What follows belongs to an exercise in optimizing a design on an open flow for small area, a short achievable clock period and few clock cycles per item; a production flow would make more cautious choices.
At most, simulation tests tie the RTL to the original design; equivalence was not proved.
Power figures rest on the tool's default switching activity, not on a simulated workload.

Design lru_key_value_cache, start of the top module:
module lru_key_value_cache #(
  parameter int MAX_ENTRIES = MAX_ENTRIES_DEF
) (
  input  wire                     clk,
  input  wire                     rst_n,
  input  wire                     start,
  output logic                    busy,
  input  wire                     in_opcode,
  input  wire  signed [KEY_W-1:0] in_key,
  input  wire  signed [VAL_W-1:0] in_value,
  output logic                    out_strobe,
  output logic                    out_hit,
  output logic signed [VAL_W-1:0] out_read_value,
  input  wire                     cfg_we,
  input  wire         [CAP_W-1:0] cfg_wdata
);
Settings: LEC_CHECK=0, CAP_MARGIN=20, CORE_MARGIN=2, CORE_UTILIZATION=60, CTS_CLUSTER_DIAMETER=60, CTS_CLUSTER_SIZE=24, PLACE_DENSITY=0.72, SETUP_SLACK_MARGIN=4.0, SLEW_MARGIN=20; clock period 6.5 ns.
standard.sh (not shown) runs the stock make flow with config.mk's settings and CLKGATE_MAP_FILE= SYNTH_SCRIPT=/design/flow/synth_recipe.tcl, a recipe that flattens the netlist after the stock synthesis.
==> flow/flow/run.sh <==
#!/bin/bash
# Standard layout, with clock tree synthesis told not to add dummy loads and
# the port buffers started from the smallest buffer.
set -euo pipefail
export CTS_ARGS="-sink_clustering_enable -repair_clock_nets -dont_use_dummy_load -sink_clustering_size 24 -sink_clustering_max_diameter 60"
export BUFFER_PORTS_ARGS="-buffer_cell sky130_fd_sc_hd__buf_1"
bash standard.sh > standard.log 2>&1
==> next run, changes <==
==> flow/flow/run.sh (replaced) <==
#!/bin/bash
# Standard layout, with clock tree synthesis told not to add dummy loads and
# the port buffers started from the smallest buffer.
set -euo pipefail
export CTS_ARGS="-sink_clustering_enable -repair_clock_nets -dont_use_dummy_load -sink_clustering_size 16 -sink_clustering_max_diameter 45 -buf_list sky130_fd_sc_hd__clkbuf_8 -root_buf sky130_fd_sc_hd__clkbuf_16"
export BUFFER_PORTS_ARGS="-buffer_cell sky130_fd_sc_hd__buf_1"
bash standard.sh > standard.log 2>&1
Settings changed: CTS_CLUSTER_DIAMETER 60 to 45, CTS_CLUSTER_SIZE 24 to 16.
Outcome: The new run went through all stages and came out clean. Critical path depth does not change. Combinational power grows slightly. Area after synthesis does not change. Non-clock buffer count grows by 1. Synthesized cell count stays the same. Routed wire length is lower slightly. Final cell count rose slightly. Global-route usage is about the same. Clock skew rose by 0.0069 ns.
No functional check of the RTL was part of any run of this note.


Another version of the RTL of lru_key_value_cache (not shown whole).
For scale: about 3500 cells after synthesis, roughly 1400 flip-flops, roughly 110 I/O pins, ~52000 um2 of cells after synthesis.
Design lru_key_value_cache, start of the top module:
module lru_key_value_cache #(
  parameter int MAX_ENTRIES = MAX_ENTRIES_DEF
) (
  input  wire                     clk,
  input  wire                     rst_n,
  input  wire                     start,
  output logic                    busy,
  input  wire                     in_opcode,
  input  wire  signed [KEY_W-1:0] in_key,
  input  wire  signed [VAL_W-1:0] in_value,
  output logic                    out_strobe,
  output logic                    out_hit,
  output logic signed [VAL_W-1:0] out_read_value,
  input  wire                     cfg_we,
  input  wire         [CAP_W-1:0] cfg_wdata
);
  localparam int N = MAX_ENTRIES;
  logic [CAP_W-1:0] cap_r;
  logic [N-1:0]     valid_r;      
  logic             full_r;
  logic             s1_vld_r;
  logic             s1_op_r;
  logic [KEY_W-1:0] s1_key_r;
  logic [VAL_W-1:0] s1_val_r;
  logic [N-1:0]     s1_eq_r;      
  logic             s1_same_r;    
  logic [N-1:0]     wr_prev_r;    
  logic             s2_vld_r;
  logic             s2_op_r;
  logic [KEY_W-1:0] s2_key_r;
  logic [VAL_W-1:0] s2_val_r;
  logic [N-1:0]     s2_match_r;   
  logic             s2_found_r;   
  logic             s2_pm_r;      
  logic [KEY_W-1:0] key_r [N];
  logic [VAL_W-1:0] val_r [N];
  logic             newer_r [N][N];
  logic             res_vld_r;
  logic             res_hit_r;
  logic [VAL_W-1:0] res_val_r;
  assign busy = 1'b0;
  logic [N-1:0]     cap_sel;
  logic [VAL_W-1:0] rd_val;
  always_comb begin
    for (int i = 0; i < N; i++) begin
      cap_sel[i] = (cap_r == CAP_W'(i + 1)) || (i == 0 && cap_r == '0) ||
                   (i == N - 1 && cap_r > CAP_W'(N));
    end
    rd_val = '0;
    for (int i = 0; i < N; i++) begin
      rd_val = rd_val | (val_r[i] & {VAL_W{s2_match_r[i]}});
    end
  ...
==> flow/config.mk <==
export PLATFORM = sky130hd
export DESIGN_NAME = lru_key_value_cache
export DESIGN_NICKNAME = lru_key_value_cache
export VERILOG_FILES = /design/flow/design.v
export SDC_FILE = /design/flow/constraint.sdc
export NUM_CORES = 4
export LEC_CHECK = 0
export CAP_MARGIN = 20
export CORE_MARGIN = 2
export CORE_UTILIZATION = 60
export CTS_CLUSTER_DIAMETER = 60
export CTS_CLUSTER_SIZE = 24
export PLACE_DENSITY = 0.68
export SETUP_SLACK_MARGIN = 4.0
export SLEW_MARGIN = 20
==> flow/constraint.sdc <==
create_clock -name core_clock -period 6.5 [get_ports {clk}]
set_input_delay 1.3000 -clock core_clock [delete_from_list [all_inputs] [get_ports {clk}]]
set_output_delay 1.3000 -clock core_clock [all_outputs]
set_load 0.01 [all_outputs]
==> flow/flow/run.sh <==
#!/bin/bash
# Standard layout, with clock tree synthesis told not to add dummy loads and
# the port buffers started from the smallest buffer.
set -euo pipefail
export CTS_ARGS="-sink_clustering_enable -repair_clock_nets -dont_use_dummy_load -sink_clustering_size 24 -sink_clustering_max_diameter 60"
export BUFFER_PORTS_ARGS="-buffer_cell sky130_fd_sc_hd__buf_1"
bash standard.sh > standard.log 2>&1
Testbench counts at the start, summed over its fixed seeds: cycles 16,048, items 16,000.
==> next run, changes <==
--- a/flow/flow/run.sh
+++ b/flow/flow/run.sh
@@ -5 +5 @@
-export CTS_ARGS="-sink_clustering_enable -repair_clock_nets -dont_use_dummy_load -sink_clustering_size 24 -sink_clustering_max_diameter 60"
+export CTS_ARGS="-sink_clustering_enable -repair_clock_nets -dont_use_dummy_load -sink_clustering_size 16 -sink_clustering_max_diameter 45 -buf_list sky130_fd_sc_hd__clkbuf_8 -root_buf sky130_fd_sc_hd__clkbuf_16"
Settings changed: CTS_CLUSTER_DIAMETER 60 to 45, CTS_CLUSTER_SIZE 24 to 16, PLACE_DENSITY 0.68 to 0.72.
=> The new run completed with no timing, DRC or antenna violations; design area decreases by 1.1%; synthesized area stays the same; setup slack loses 0.0098 ns; via count is lower by 1.2%; routed wire length came out lower by 4.1%; die area stays the same; total power went down by 5.4%; synthesized cell count is unchanged; flip-flop and latch count is unchanged.
==> next run, changes <==
==> flow/flow/run.sh (replaced) <==
#!/bin/bash
# Standard layout, with clock tree synthesis told not to add dummy loads and
# the port buffers started from the smallest buffer.
set -euo pipefail
export CTS_ARGS="-sink_clustering_enable -repair_clock_nets -dont_use_dummy_load -sink_clustering_size 28 -sink_clustering_max_diameter 60"
export BUFFER_PORTS_ARGS="-buffer_cell sky130_fd_sc_hd__buf_1"
bash standard.sh > standard.log 2>&1
Settings changed: CTS_CLUSTER_DIAMETER 45 to 60, CTS_CLUSTER_SIZE 16 to 28.
What happened: The new run produced a clean layout; combinational power hardly moves; final cell count drops by 0.96%; cell area rose by 0.51%; first-iteration DRC count came out lower by 1.7%; power is higher by 3.8%; setup slack is better by 0.046 ns; count of clock-buffer cells in the layout went down by 47; maximum frequency goes up by 1.9%; die area is unchanged; wire length barely changes.
==> next run, changes <==
--- a/flow/flow/run.sh
+++ b/flow/flow/run.sh
@@ -5 +5 @@
-export CTS_ARGS="-sink_clustering_enable -repair_clock_nets -dont_use_dummy_load -sink_clustering_size 28 -sink_clustering_max_diameter 60"
+export CTS_ARGS="-sink_clustering_enable -repair_clock_nets -dont_use_dummy_load -sink_clustering_size 24 -sink_clustering_max_diameter 60"
Settings changed: CTS_CLUSTER_SIZE 28 to 24.
After rerunning: The changed run passed the timing, design-rule and antenna checks. Hold slack improves by 0.0092 ns. Routed wire length is about the same. Count of clock-buffer cells in the layout does not change.
==> next run, changes <==
Settings changed: SETUP_SLACK_MARGIN 4.0 to 4.05.
Cell count stays flat.
Fmax climbs by 0.52%.
Power is about the same.
Die area is unchanged.
Combinational power increases by about 1%.

afterwards: timing with drivers on the ports:
In the flow no input, the clock included, has a driving cell. The finished layouts below were timed again as built, in two steps.
Step 1 assumes that a clkbuf_16 drives the clock port and a buf_2 every other input.
Step 2, shift: input delay + t, output delay - t, t = (earliest + latest rising clock arrival at the registers) / 2. This alone moves slack from input paths to output paths.
Three values: ideal ports, drivers, drivers and shift; two values: the first two.
run	shift t [ns]	setup WS [ns]	pins driven straight from the clock port
the first run of note 1	0.744	3.922 / 3.939 / 3.225	1
the second run of note 1	0.759	3.947 / 3.948 / 3.235	1
the first run of note 2	0.724	3.977 / 3.955 / 3.299	1
the second run of note 2	0.736	3.967 / 3.937 / 3.273	1
the third run of note 2	0.716	4.014 / 3.958 / 3.356	1
the fourth run of note 2	0.727	4.020 / 3.961 / 3.341	1
the fifth run of note 2	0.720	4.032 / 3.963 / 3.362	1
After both steps every run listed still meets setup and hold. The setup slack of the second run of note 1, which loses most, moves by +0.001 ns with the drivers and by -0.712 ns with both steps.
